This is an optimization exercise on Yosys and OpenROAD, whose aim is small area, not a production implementation. Function was checked by simulation only, so behaviour that the tests miss may differ from the original. No activity file was given, so power comes from the tool's default toggle rates.

// cfg_commit_ctrl
module cfg_commit_ctrl
#(
    parameter int unsigned NREGS       = efi_cfg_pkg::NUM_REGS,
    parameter int unsigned TIMEOUT_CYC = 1000000
) (
    input  logic                   clk,
    input  logic                   rst_n,
    input  logic                   wr_en,
    input  logic [3:0]             wr_addr,
    input  logic [15:0]            wr_data,
    input  logic                   commit_req,
    input  logic                   abort,
    input  logic                   synced,
    input  logic                   trigger,
    input  logic [5:0]             outputs_busy,
    output logic [NREGS*16-1:0]    active_regs,
    output logic                   shadow_dirty,
    output logic                   commit_pending,
    output logic                   commit_done,
    output logic                   commit_err,
    output logic [2:0]             err_code
);
Size: about 1500 cells after synthesis, about 300 I/O pins.
clock: 10.0 ns
lec_check: 0
cap_margin: 20
core_margin: 2
core_utilization: 70
cts_buf_list: sky130_fd_sc_hd__clkbuf_2 sky130_fd_sc_hd__clkbuf_4
cts_cluster_diameter: 40
cts_cluster_size: 10
slew_margin: 20
standard.sh (not shown) runs the stock make flow with config.mk's settings and CLKGATE_MAP_FILE= SYNTH_SCRIPT=/design/flow/synth_recipe.tcl, a recipe that flattens the netlist after the stock synthesis.
==> flow/flow/run.sh <==
#!/bin/bash
# The standard layout with these changes:
#  - each port is buffered by the smallest buffer cell (buf_1);
#  - clock tree synthesis uses clkbuf_2 and clkbuf_4 and adds no dummy loads (its other
#    arguments are the standard ones, with config.mk's cluster size and diameter);
#  - after the standard synthesis (registers and adders untouched):
#      flow/fa_polarity.py picks the polarity of each full adder and of the
#      AND/NAND gates feeding them so that fewer inverters are needed;
#      flow/remap.ys re-maps the other combinational cells with an area-oriented
#      ABC script (a 20-second &deepsyn, then area-oriented mapping), three
#      times with different seeds, keeping the smallest result;
#      flow/fa_polarity.py runs once more on the result.
#    Each step keeps the logic function and the registers.
set -euo pipefail
export BUFFER_PORTS_ARGS="-buffer_cell sky130_fd_sc_hd__buf_1"
export CTS_ARGS="-sink_clustering_enable -repair_clock_nets -sink_clustering_size 10 -sink_clustering_max_diameter 40 -dont_use_dummy_load -buf_list {sky130_fd_sc_hd__clkbuf_2 sky130_fd_sc_hd__clkbuf_4}"
R=orfs/results/${FLOW_PLATFORM}/cfg_commit_ctrl/base
LIB=${FLOW_HOME}/platforms/${FLOW_PLATFORM}/lib/sky130_fd_sc_hd__tt_025C_1v80.lib
YOSYS=${FLOW_HOME}/../tools/install/yosys/bin/yosys
[[ -x "$YOSYS" ]] || YOSYS=yosys
bash standard.sh synth > flow_synth.log 2>&1
cp "$R/1_2_yosys.v" synth_standard.v
python3 flow/fa_polarity.py synth_standard.v remap_in.v > fa_polarity.log 2>&1
best=""
best_area=""
for seed in 1 2 3; do
  sed -e "s|-T 20|-T 20 -S $seed|" flow/remap.abc > "remap_$seed.abc"
  sed -e "s|{LIB}|$LIB|g" -e "s|{TOP}|$FLOW_TOP|g" -e "s|flow/remap.abc|remap_$seed.abc|" \
      -e "s|remap_out.v|remap_out_$seed.v|" -e "s|remap_stat.txt|remap_stat_$seed.txt|" \
      flow/remap.ys > "remap_run_$seed.ys"
  "$YOSYS" -s "remap_run_$seed.ys" > "remap_$seed.log" 2>&1
  area=$(sed -nE "s/.*Chip area for module .*: ([0-9.]+).*/\1/p" "remap_stat_$seed.txt")
  echo "seed $seed: area $area" >> remap_choice.log
  if [[ -z "$best" ]] || awk -v a="$area" -v b="$best_area" 'BEGIN { exit !(a < b) }'; then
    best=$seed
    best_area=$area
  fi
done
echo "kept seed $best" >> remap_choice.log
python3 flow/fa_polarity.py "remap_out_$best.v" "$R/1_2_yosys.v" >> fa_polarity.log 2>&1
rm -f "$R/1_synth.odb" "$R/1_synth.sdc"
bash standard.sh > flow_standard.log 2>&1
==> flow/flow/remap.abc <==
strash
&get -n
&st
&deepsyn -T 20
&dch
&nf -a
&put
topo
Other scripts of this flow, unchanged in this note and not shown: flow/flow/fa_polarity.py, flow/flow/remap.ys
The starting point completed with no timing, DRC or antenna violations.
Next try:
==> flow/flow/run.sh (replaced) <==
#!/bin/bash
# The standard layout with these changes:
#  - each port is buffered by the smallest buffer cell (buf_1);
#  - clock tree synthesis uses clkbuf_8 and adds no dummy loads (its other
#    arguments are the standard ones, with config.mk's cluster size and diameter);
#  - after the standard synthesis (registers and adders untouched):
#      flow/fa_polarity.py picks the polarity of each full adder and of the
#      AND/NAND gates feeding them so that fewer inverters are needed;
#      flow/remap.ys re-maps the other combinational cells with an area-oriented
#      ABC script (a 20-second &deepsyn, then area-oriented mapping);
#      flow/fa_polarity.py runs once more on the result.
#    Each step keeps the logic function and the registers.
set -euo pipefail
export BUFFER_PORTS_ARGS="-buffer_cell sky130_fd_sc_hd__buf_1"
export CTS_ARGS="-sink_clustering_enable -repair_clock_nets -sink_clustering_size 16 -sink_clustering_max_diameter 50 -dont_use_dummy_load -buf_list sky130_fd_sc_hd__clkbuf_8"
R=orfs/results/${FLOW_PLATFORM}/cfg_commit_ctrl/base
LIB=${FLOW_HOME}/platforms/${FLOW_PLATFORM}/lib/sky130_fd_sc_hd__tt_025C_1v80.lib
YOSYS=${FLOW_HOME}/../tools/install/yosys/bin/yosys
[[ -x "$YOSYS" ]] || YOSYS=yosys
bash standard.sh synth > flow_synth.log 2>&1
cp "$R/1_2_yosys.v" synth_standard.v
python3 flow/fa_polarity.py synth_standard.v remap_in.v > fa_polarity.log 2>&1
sed -e "s|{LIB}|$LIB|g" -e "s|{TOP}|$FLOW_TOP|g" flow/remap.ys > remap_run.ys
"$YOSYS" -s remap_run.ys > remap.log 2>&1
python3 flow/fa_polarity.py remap_out.v "$R/1_2_yosys.v" >> fa_polarity.log 2>&1
rm -f "$R/1_synth.odb" "$R/1_synth.sdc"
bash standard.sh > flow_standard.log 2>&1
- CTS_BUF_LIST: sky130_fd_sc_hd__clkbuf_2 sky130_fd_sc_hd__clkbuf_4 -> sky130_fd_sc_hd__clkbuf_8
- CTS_CLUSTER_DIAMETER: 40 -> 50
- CTS_CLUSTER_SIZE: 10 -> 16
Outcome: The new run finished with timing, DRC and antenna clean; sequential share of layout area goes down by 0.24 points; core utilization goes down by 1.2 points; final cell count goes down by 0.64%; die area hardly moves; power goes up by 2.8%; non-clock buffer count does not change; wire length goes up by 0.51%; flip-flop and latch count does not change; first-iteration DRC count goes up by 4.2%; worst setup slack improves by 0.50 ns; design area goes up by 0.46%.
Next try:
--- a/flow/flow/run.sh
+++ b/flow/flow/run.sh
@@ -13,5 +13,5 @@
 set -euo pipefail
 export BUFFER_PORTS_ARGS="-buffer_cell sky130_fd_sc_hd__buf_1"
-export CTS_ARGS="-sink_clustering_enable -repair_clock_nets -sink_clustering_size 16 -sink_clustering_max_diameter 50 -dont_use_dummy_load -buf_list sky130_fd_sc_hd__clkbuf_8"
+export CTS_ARGS="-sink_clustering_enable -repair_clock_nets -sink_clustering_size 20 -sink_clustering_max_diameter 45 -dont_use_dummy_load -buf_list sky130_fd_sc_hd__clkbuf_8"
 R=orfs/results/${FLOW_PLATFORM}/cfg_commit_ctrl/base
 LIB=${FLOW_HOME}/platforms/${FLOW_PLATFORM}/lib/sky130_fd_sc_hd__tt_025C_1v80.lib
- CTS_CLUSTER_DIAMETER: 50 -> 45
- CTS_CLUSTER_SIZE: 16 -> 20
Outcome: The changed run went through all stages and came out clean; clock power hardly moves; setup slack is better by 0.20 ns; total power fell by about 0.5%; via count rose by 0.50%; sequential power stays flat; final area hardly moves; die area stays flat.
Next try:
--- a/flow/flow/run.sh
+++ b/flow/flow/run.sh
@@ -8,10 +8,10 @@
 #      AND/NAND gates feeding them so that fewer inverters are needed;
 #      flow/remap.ys re-maps the other combinational cells with an area-oriented
-#      ABC script (a 20-second &deepsyn, then area-oriented mapping);
+#      ABC script;
 #      flow/fa_polarity.py runs once more on the result.
 #    Each step keeps the logic function and the registers.
 set -euo pipefail
 export BUFFER_PORTS_ARGS="-buffer_cell sky130_fd_sc_hd__buf_1"
-export CTS_ARGS="-sink_clustering_enable -repair_clock_nets -sink_clustering_size 20 -sink_clustering_max_diameter 45 -dont_use_dummy_load -buf_list sky130_fd_sc_hd__clkbuf_8"
+export CTS_ARGS="-sink_clustering_enable -repair_clock_nets -sink_clustering_size 16 -sink_clustering_max_diameter 50 -dont_use_dummy_load -buf_list sky130_fd_sc_hd__clkbuf_8"
 R=orfs/results/${FLOW_PLATFORM}/cfg_commit_ctrl/base
 LIB=${FLOW_HOME}/platforms/${FLOW_PLATFORM}/lib/sky130_fd_sc_hd__tt_025C_1v80.lib
==> flow/flow/remap.abc (replaced) <==
strash
&get -n
&st
&dch
&nf -a
&put
topo
- CORE_UTILIZATION: 70 -> 40
- CTS_CLUSTER_DIAMETER: 45 -> 50
- CTS_CLUSTER_SIZE: 20 -> 16
Effect:
- The changed run completed with no timing, DRC or antenna violations
- total power rose by a few percent
- core utilization fell by 33 points
- final cell count rose by about a fifth
- synthesized cell count rose slightly
- count of clock-buffer cells in the layout rose by 10

-- what the ideal ports hide --
How much do the figures lean on ideal ports? The routed layouts below were timed once more, with nothing changed but the port constraints.
Step 1 (the two cells are an assumption about what drives the block):
set clk [get_ports {clk}]
set_driving_cell -lib_cell sky130_fd_sc_hd__clkbuf_16 $clk
set_driving_cell -lib_cell sky130_fd_sc_hd__buf_2 [delete_from_list [all_inputs] $clk]
Step 2 times the ports against the registers' clock, not the clock port: input delays grow and output delays shrink by t, the midpoint of the rising clock arrivals with the driver on.
Three values: ideal, step 1, step 2; two values: the first two.
| run | shift t [ns] | setup WS [ns] | slew at the worst register clock pin (ns) | pins driven straight from the clock port |
|---|---|---|---|---|
| the first run | 0.773 | 3.014 / 3.014 / 3.014 | 0.11 / 0.11 | 1 |
| the second run | 0.594 | 3.517 / 3.517 / 3.517 | 0.10 / 0.10 | 1 |
| the third run | 0.609 | 3.721 / 3.721 / 3.721 | 0.12 / 0.12 | 1 |
| the fourth run | 0.684 | 3.325 / 3.325 / 3.325 | 0.10 / 0.10 | 1 |
After both steps every run listed still meets setup and hold.
